Background: an optimization exercise with open tools, aiming at small area, a short achievable clock period and few clock cycles per item. Do not read the settings as production practice. Where RTL was checked, it was by simulation tests only, not by an equivalence proof against the original. The flow treats the clock pin as an ideal source, which a real chip does not have.

==> v10 <==
==> flow/design.v <==
module datamemory_ctrl #(
    parameter int DM_ADDRESS = 9,
    parameter int DATA_W     = 32
) (
    input  logic                  clk,
    input  logic                  reset,
    input  logic                  MemRead,
    input  logic                  MemWrite,
    input  logic [DM_ADDRESS-1:0] a,
    input  logic [DATA_W-1:0]     wd,
    input  logic [2:0]            Funct3,
    output logic                  req_ready,
    output logic [DATA_W-1:0]     rd,
    output logic                  rsp_valid,
    output logic                  err
);
    localparam int NB    = DATA_W / 8;
    localparam int LB    = $clog2(NB);
    localparam int WA    = DM_ADDRESS - LB;
    localparam int DEPTH = 2 ** WA;
    localparam int NLO   = 8;               
    localparam int NHI   = DEPTH / NLO;     
    logic          take;
    logic          legal_in;
    logic [1:0]    off_in;
    logic [WA-1:0] word_in;
    logic [WA-1:0] word_inc;
    logic [2:0]    nbm1_in;           
    assign take     = !reset && (MemRead || MemWrite);
    assign off_in   = a[LB-1:0];
    assign word_in  = a[DM_ADDRESS-1:LB];
    assign word_inc = word_in + WA'(1);    
    assign nbm1_in  = (Funct3[1:0] == 2'b00) ? 3'd0 : (Funct3[1:0] == 2'b01) ? 3'd1 : 3'd3;
    always_comb begin
        case (Funct3)
            3'b000, 3'b001, 3'b010, 3'b100, 3'b101: legal_in = 1'b1;
            default:                                legal_in = 1'b0;
        endcase
    end
    logic                     s1_valid;
    logic                     s1_err;
    logic [1:0]               s1_off;
    logic [2:0]               s1_f3;
    logic [NB-1:0][NLO-1:0]   s1_lo_n;      
    logic [NB-1:0][NHI-1:0]   s1_hi_n;      
    logic [NB-1:0]            s1_we_n;      
    logic [NB-1:0][7:0]       s1_wbyte;
    always_ff @(posedge clk) begin
        s1_valid <= take;
        s1_err   <= !legal_in;
        s1_off   <= off_in;
        s1_f3    <= Funct3;
        for (int b = 0; b < NB; b++) begin
            logic [LB-1:0] k;
            logic [WA-1:0] row;
            k = LB'(b) - off_in;
            row = (LB'(b) < off_in) ? word_inc : word_in;
            for (int i = 0; i < NLO; i++) s1_lo_n[b][i] <= (row[2:0] != 3'(i));
            for (int i = 0; i < NHI; i++) s1_hi_n[b][i] <= (row[WA-1:3] != (WA-3)'(i));
            s1_we_n[b]  <= !(take && MemWrite && !MemRead && legal_in &&
                             ({1'b0, k} <= nbm1_in));
            s1_wbyte[b] <= wd[8*int'(k) +: 8];
        end
    end
    logic [NB-1:0][DEPTH-1:0]      sel;
    logic [NB-1:0][DEPTH-1:0]      wen;
    logic [NB-1:0][DEPTH-1:0][7:0] mem;
    logic [NB-1:0][7:0]            bank_rd;
    for (genvar gb = 0; gb < NB; gb++) begin : g_bank
        dmem_row_dec #(.NLO(NLO), .NHI(NHI)) u_dec (
            .lo_n (s1_lo_n[gb]),
            .hi_n (s1_hi_n[gb]),
            .we_n (s1_we_n[gb]),
            .sel (sel[gb]),
            .wen (wen[gb])
        );
        dmem_rd_mux #(.DEPTH(DEPTH)) u_rd (
            .sel  (sel[gb]),
            .data (mem[gb]),
            .q    (bank_rd[gb])
        );
    end
    always_ff @(posedge clk) begin
        for (int b = 0; b < NB; b++) begin
            for (int r = 0; r < DEPTH; r++) begin
                if (wen[b][r]) begin
                    mem[b][r] <= s1_wbyte[b];
                end
            end
        end
    end
    logic [NB-1:0][7:0] s2_raw;
    logic               s2_valid;
    logic               s2_err;
    logic [1:0]         s2_off;
    logic [2:0]         s2_f3;
    always_ff @(posedge clk) begin
        s2_raw   <= bank_rd;
        s2_valid <= s1_valid && !reset;
        s2_err   <= s1_err;
        s2_off   <= s1_off;
        s2_f3    <= s1_f3;
    end
    logic [DATA_W-1:0] load_raw;
    logic [DATA_W-1:0] load_value;
    logic              sign_bit;
    always_comb begin
        for (int k = 0; k < NB; k++) begin
            load_raw[8*k +: 8] = s2_raw[LB'(s2_off + LB'(k))];
        end
        case (s2_f3[1:0])
            2'b00:   sign_bit = !s2_f3[2] && load_raw[7];
            2'b01:   sign_bit = !s2_f3[2] && load_raw[15];
            default: sign_bit = 1'b0;
        endcase
        load_value = load_raw;
        if (s2_f3[1:0] == 2'b00) load_value[31:8]  = {24{sign_bit}};
        if (s2_f3[1:0] == 2'b01) load_value[31:16] = {16{sign_bit}};
    end
    logic [DATA_W-1:0] rd_reg;
    logic              rsp_valid_reg;
    logic              err_reg;
    always_ff @(posedge clk) begin
        rd_reg        <= load_value;
        rsp_valid_reg <= s2_valid && !reset;
        err_reg       <= s2_err;
    end
    assign req_ready = 1'b1;
    assign rd        = rd_reg;
    assign rsp_valid = rsp_valid_reg;
    assign err       = err_reg;
endmodule
module dmem_row_dec #(
    parameter int NLO = 8,
    parameter int NHI = 16
) (
    input  logic [NLO-1:0]     lo_n,
    input  logic [NHI-1:0]     hi_n,
    input  logic               we_n,
    output logic [NLO*NHI-1:0] sel,
    output logic [NLO*NHI-1:0] wen
);
    logic [NHI-1:0] hiwe_n;
    assign hiwe_n = hi_n | {NHI{we_n}};
    for (genvar r = 0; r < NLO * NHI; r++) begin : g_row
        dmem_nor2 u_sel (.a(lo_n[r % NLO]), .b(hi_n[r / NLO]),   .y(sel[r]));
        dmem_nor2 u_wen (.a(lo_n[r % NLO]), .b(hiwe_n[r / NLO]), .y(wen[r]));
    end
endmodule
module dmem_nor2 (
    input  logic a,
    input  logic b,
    output logic y
);
    assign y = !(a || b);
endmodule
module dmem_rd_mux #(
    parameter int DEPTH = 128
) (
    input  logic [DEPTH-1:0]      sel,
    input  logic [DEPTH-1:0][7:0] data,
    output logic [7:0]            q
);
    localparam int NG = (DEPTH + 2) / 3;
    logic [3*NG-1:0]      sel_p;
    logic [3*NG-1:0][7:0] data_p;
    logic [7:0][NG-1:0]   grp_n;
    assign sel_p  = (3*NG)'(sel);
    assign data_p = (3*NG*8)'(data);
    for (genvar g = 0; g < NG; g++) begin : g_grp
        for (genvar k = 0; k < 8; k++) begin : g_bit
            dmem_aoi3 u_aoi (
                .s (sel_p[3*g +: 3]),
                .d ({data_p[3*g+2][k], data_p[3*g+1][k], data_p[3*g][k]}),
                .y (grp_n[k][g])
            );
        end
    end
    for (genvar k = 0; k < 8; k++) begin : g_merge
        assign q[k] = ~&grp_n[k];
    end
endmodule
module dmem_aoi3 (
    input  logic [2:0] s,
    input  logic [2:0] d,
    output logic       y
);
    assign y = ~|(s & d);
endmodule
==> flow/flow/run.sh <==
#!/bin/bash
# Own layout flow: the standard ORFS layout (standard.sh, unchanged
# synthesis), run in two parts so that setup repair aims at the tighter
# target only once the clock tree is built (with ideal clocks before CTS,
# the input and output paths are misjudged by the clock insertion delay),
# and with CTS told not to add dummy loads.
set -euo pipefail
MARGIN=$(cat flow/margin.txt)
export CTS_ARGS="-sink_clustering_enable -repair_clock_nets -sink_clustering_size 30 -sink_clustering_max_diameter 100 -dont_use_dummy_load"
SETUP_SLACK_MARGIN=0 bash standard.sh synth > make_synth.log 2>&1
SETUP_SLACK_MARGIN=0 bash standard.sh floorplan place > make_floorplan_place.log 2>&1
SETUP_SLACK_MARGIN=$MARGIN bash standard.sh cts > make_cts.log 2>&1
SETUP_SLACK_MARGIN=$MARGIN bash standard.sh finish > make_route_finish.log 2>&1
==> flow/flow/margin.txt <==
3.3
==> flow/standard.sh <==
#!/bin/bash
# synth_recipe.tcl (not shown) runs the flow's synth.tcl, then flattens the netlist and writes it again
# the make line also repeats each setting of config.mk as NAME=value (left out here)
make -C /OpenROAD-flow-scripts/flow DESIGN_CONFIG=/design/flow/config.mk WORK_HOME=/design/flow/orfs CLKGATE_MAP_FILE= SYNTH_SCRIPT=/design/flow/synth_recipe.tcl "${@:-finish}"
==> flow/config.mk <==
export PLATFORM = sky130hd
export DESIGN_NAME = datamemory_ctrl
export DESIGN_NICKNAME = datamemory_ctrl
export VERILOG_FILES = /design/flow/design.v
export SDC_FILE = /design/flow/constraint.sdc
export NUM_CORES = 4
export LEC_CHECK = 0
export CAP_MARGIN = 20
export CORE_MARGIN = 2
export CORE_UTILIZATION = 55
export SLEW_MARGIN = 20
export SYNTH_HIERARCHICAL = 1
==> flow/constraint.sdc <==
create_clock -name core_clock -period 6.0 [get_ports {clk}]
set_input_delay 1.2000 -clock core_clock [delete_from_list [all_inputs] [get_ports {clk}]]
set_output_delay 1.2000 -clock core_clock [all_outputs]
set_load 0.01 [all_outputs]
==> v25 (differences from v10) <==
==> flow/design.v (replaced) <==
module datamemory_ctrl #(
    parameter int DM_ADDRESS = 9,
    parameter int DATA_W     = 32
) (
    input  logic                  clk,
    input  logic                  reset,
    input  logic                  MemRead,
    input  logic                  MemWrite,
    input  logic [DM_ADDRESS-1:0] a,
    input  logic [DATA_W-1:0]     wd,
    input  logic [2:0]            Funct3,
    output logic                  req_ready,
    output logic [DATA_W-1:0]     rd,
    output logic                  rsp_valid,
    output logic                  err
);
    localparam int NB    = DATA_W / 8;
    localparam int LB    = $clog2(NB);
    localparam int WA    = DM_ADDRESS - LB;
    localparam int DEPTH = 2 ** WA;
    logic          take;
    logic          legal_in;
    logic [1:0]    off_in;
    logic [WA-1:0] word_in;
    logic [WA-1:0] word_inc;
    logic [2:0]    nbm1_in;           
    assign take     = !reset && (MemRead || MemWrite);
    assign off_in   = a[LB-1:0];
    assign word_in  = a[DM_ADDRESS-1:LB];
    assign word_inc = word_in + WA'(1);    
    assign nbm1_in  = (Funct3[1:0] == 2'b00) ? 3'd0 : (Funct3[1:0] == 2'b01) ? 3'd1 : 3'd3;
    always_comb begin
        case (Funct3)
            3'b000, 3'b001, 3'b010, 3'b100, 3'b101: legal_in = 1'b1;
            default:                                legal_in = 1'b0;
        endcase
    end
    logic          s1_valid;
    logic          s1_err;
    logic [1:0]    s1_off;
    logic [2:0]    s1_f3;
    logic [WA-1:0] s1_row [NB];
    logic [NB-1:0] s1_we;
    logic [7:0]    s1_wbyte [NB];
    always_ff @(posedge clk) begin
        s1_valid <= take;
        s1_err   <= !legal_in;
        s1_off   <= off_in;
        s1_f3    <= Funct3;
        for (int b = 0; b < NB; b++) begin
            logic [LB-1:0] k;
            k = LB'(b) - off_in;
            s1_row[b]   <= (LB'(b) < off_in) ? word_inc : word_in;
            s1_we[b]    <= take && MemWrite && !MemRead && legal_in &&
                           ({1'b0, k} <= nbm1_in);
            s1_wbyte[b] <= wd[8*int'(k) +: 8];
        end
    end
    logic [NB-1:0][DEPTH-1:0]      dec;
    logic [NB-1:0][DEPTH-1:0][7:0] mem;
    logic [7:0]    bank_rd [NB];
    logic [7:0]    s2_raw [NB];
    logic          s2_valid;
    logic          s2_err;
    logic [1:0]    s2_off;
    logic [2:0]    s2_f3;
    logic [NB-1:0][DEPTH-1:0] wen;
    for (genvar gb = 0; gb < NB; gb++) begin : g_bank
        dmem_row_dec #(.WA(WA)) u_dec (
            .row (s1_row[gb]),
            .we  (s1_we[gb]),
            .sel (dec[gb]),
            .wen (wen[gb])
        );
        dmem_rd_mux #(.DEPTH(DEPTH)) u_rd (
            .sel  (dec[gb]),
            .data (mem[gb]),
            .q    (bank_rd[gb])
        );
    end
    always_ff @(posedge clk) begin
        for (int b = 0; b < NB; b++) begin
            for (int r = 0; r < DEPTH; r++) begin
                if (wen[b][r]) begin
                    mem[b][r] <= s1_wbyte[b];
                end
            end
        end
    end
    always_ff @(posedge clk) begin
        for (int b = 0; b < NB; b++) begin
            s2_raw[b] <= bank_rd[b];
        end
        s2_valid <= s1_valid && !reset;
        s2_err   <= s1_err;
        s2_off   <= s1_off;
        s2_f3    <= s1_f3;
    end
    logic [DATA_W-1:0] load_raw;
    logic [DATA_W-1:0] load_value;
    logic              sign_bit;
    always_comb begin
        for (int k = 0; k < NB; k++) begin
            load_raw[8*k +: 8] = s2_raw[LB'(s2_off + LB'(k))];
        end
        case (s2_f3[1:0])
            2'b00:   sign_bit = !s2_f3[2] && load_raw[7];
            2'b01:   sign_bit = !s2_f3[2] && load_raw[15];
            default: sign_bit = 1'b0;
        endcase
        load_value = load_raw;
        if (s2_f3[1:0] == 2'b00) load_value[31:8]  = {24{sign_bit}};
        if (s2_f3[1:0] == 2'b01) load_value[31:16] = {16{sign_bit}};
    end
    logic [DATA_W-1:0] rd_reg;
    logic              rsp_valid_reg;
    logic              err_reg;
    always_ff @(posedge clk) begin
        rd_reg        <= load_value;
        rsp_valid_reg <= s2_valid && !reset;
        err_reg       <= s2_err;
    end
    assign req_ready = 1'b1;
    assign rd        = rd_reg;
    assign rsp_valid = rsp_valid_reg;
    assign err       = err_reg;
endmodule
module dmem_row_dec #(
    parameter int WA = 7
) (
    input  logic [WA-1:0]      row,
    input  logic               we,
    output logic [2**WA-1:0]   sel,
    output logic [2**WA-1:0]   wen
);
    logic [7:0]           pre_lo;
    logic [2**(WA-3)-1:0] pre_hi;
    logic [2**(WA-3)-1:0] pre_hi_we;
    always_comb begin
        for (int i = 0; i < 8; i++)         pre_lo[i] = (row[2:0] == 3'(i));
        for (int i = 0; i < 2**(WA-3); i++) pre_hi[i] = (row[WA-1:3] == (WA-3)'(i));
        pre_hi_we = pre_hi & {(2**(WA-3)){we}};
        for (int r = 0; r < 2**WA; r++) begin
            sel[r] = pre_lo[r % 8] && pre_hi[r / 8];
            wen[r] = pre_lo[r % 8] && pre_hi_we[r / 8];
        end
    end
endmodule
module dmem_rd_mux #(
    parameter int DEPTH = 128
) (
    input  logic [DEPTH-1:0]      sel,
    input  logic [DEPTH-1:0][7:0] data,
    output logic [7:0]            q
);
    always_comb begin
        q = '0;
        for (int r = 0; r < DEPTH; r++) begin
            q = q | (data[r] & {8{sel[r]}});
        end
    end
endmodule
==> flow/run.sh (new file) <==
#!/bin/bash
# synth_recipe.tcl (not shown) runs the flow's synth.tcl, then flattens the netlist and writes it again
# the make line also repeats each setting of config.mk as NAME=value (left out here)
make -C /OpenROAD-flow-scripts/flow DESIGN_CONFIG=/design/flow/config.mk WORK_HOME=/design/flow/orfs CLKGATE_MAP_FILE= SYNTH_SCRIPT=/design/flow/synth_recipe.tcl finish
--- a/flow/config.mk
+++ b/flow/config.mk
@@ -8,5 +8,8 @@
 export CAP_MARGIN = 20
 export CORE_MARGIN = 2
-export CORE_UTILIZATION = 55
+export CORE_UTILIZATION = 40
+export CTS_CLUSTER_DIAMETER = 100
+export CTS_CLUSTER_SIZE = 30
+export SETUP_SLACK_MARGIN = 2.8
 export SLEW_MARGIN = 20
 export SYNTH_HIERARCHICAL = 1
removed: flow/flow/run.sh
removed: flow/flow/margin.txt
removed: flow/standard.sh
==> out/results.ini <==
[logic_synthesis]
complex_gate_fraction_of_the_synthesized_area = 0.0958
synth-seq-area-share = 0.838
synth.cells.most_frequent = sky130_fd_sc_hd__edfxtp_1, sky130_fd_sc_hd__a222oi_1, sky130_fd_sc_hd__nor2_1
synthCells = 7729

[drt]
first_pass_iters = 10

[critical_path]
timing.critical_path.cells = buf_4 -> buf_4 -> buf_4 -> nor2_1 -> a222oi_1 -> nand4_1 -> nor4_4 -> nand3_1
buf_inv_on_cp = 3

[sta]
max_slew_headroom_at_the_worst_pin = 0.239
final.min_clock_period_ns = 2.72

[run_status]
run_status = finished clean

[layout]
filler_cell_count = 19900
post_layout_nonfiller_instances = 11800

[power]
swShare = 0.216
fin_total_pwr_uw = 50100

The numbers above come from v10.

==> out/results.ini <==
[critical_path]
timing.critical_path.cells = or4b_1 -> nor2_1 -> a221oi_1 -> nand4_1 -> nor4_4 -> nand3_4
buf_inv_on_cp = 0

[sta]
final.min_clock_period_ns = 3.22
max_slew_headroom_at_the_worst_pin = 0.215

[drt]
first_pass_iters = 6

[logic_synthesis]
synth-seq-area-share = 0.801

[run_status]
run_status = finished clean

[power]
swShare = 0.222
fin_total_pwr_uw = 50900

[layout]
post_layout_nonfiller_instances = 14000

The numbers above come from v25.

Testbench counts of v10, summed over its fixed seeds: cycles 9,048, items 9,024.
No functional check of the RTL was part of v25.

## afterwards: timing with drivers on the ports
No port has a modelled driver above. Below, the same layouts with a new extraction and two added sets of constraints. Step 1 assumes that a clkbuf_16 drives the clock port and a buf_2 every other input. Step 2 also shifts input and output timing later by t, the mid clock arrival at the registers, as if the neighbouring blocks saw the same clock. Slacks: ideal ports / drivers / drivers and shift; pairs: ideal ports / drivers.
run | t, ns | slack for setup (ns) | worst hold slack (ns) | worst setup path at the end | slew at the worst register clock pin (ns)
v10 | 0.966 | 3.282 / 3.230 / 2.361 | 0.336 / 0.336 / 0.336 | input to register | 0.12 / 0.12
v25 | 1.022 | 2.776 / 2.776 / 2.508 | 0.333 / 0.333 / 0.333 | input to register | 0.12 / 0.12
After both steps every run listed still meets setup and hold. The setup slack of v10, which loses most, moves by -0.052 ns with the drivers and by -0.921 ns with both steps.
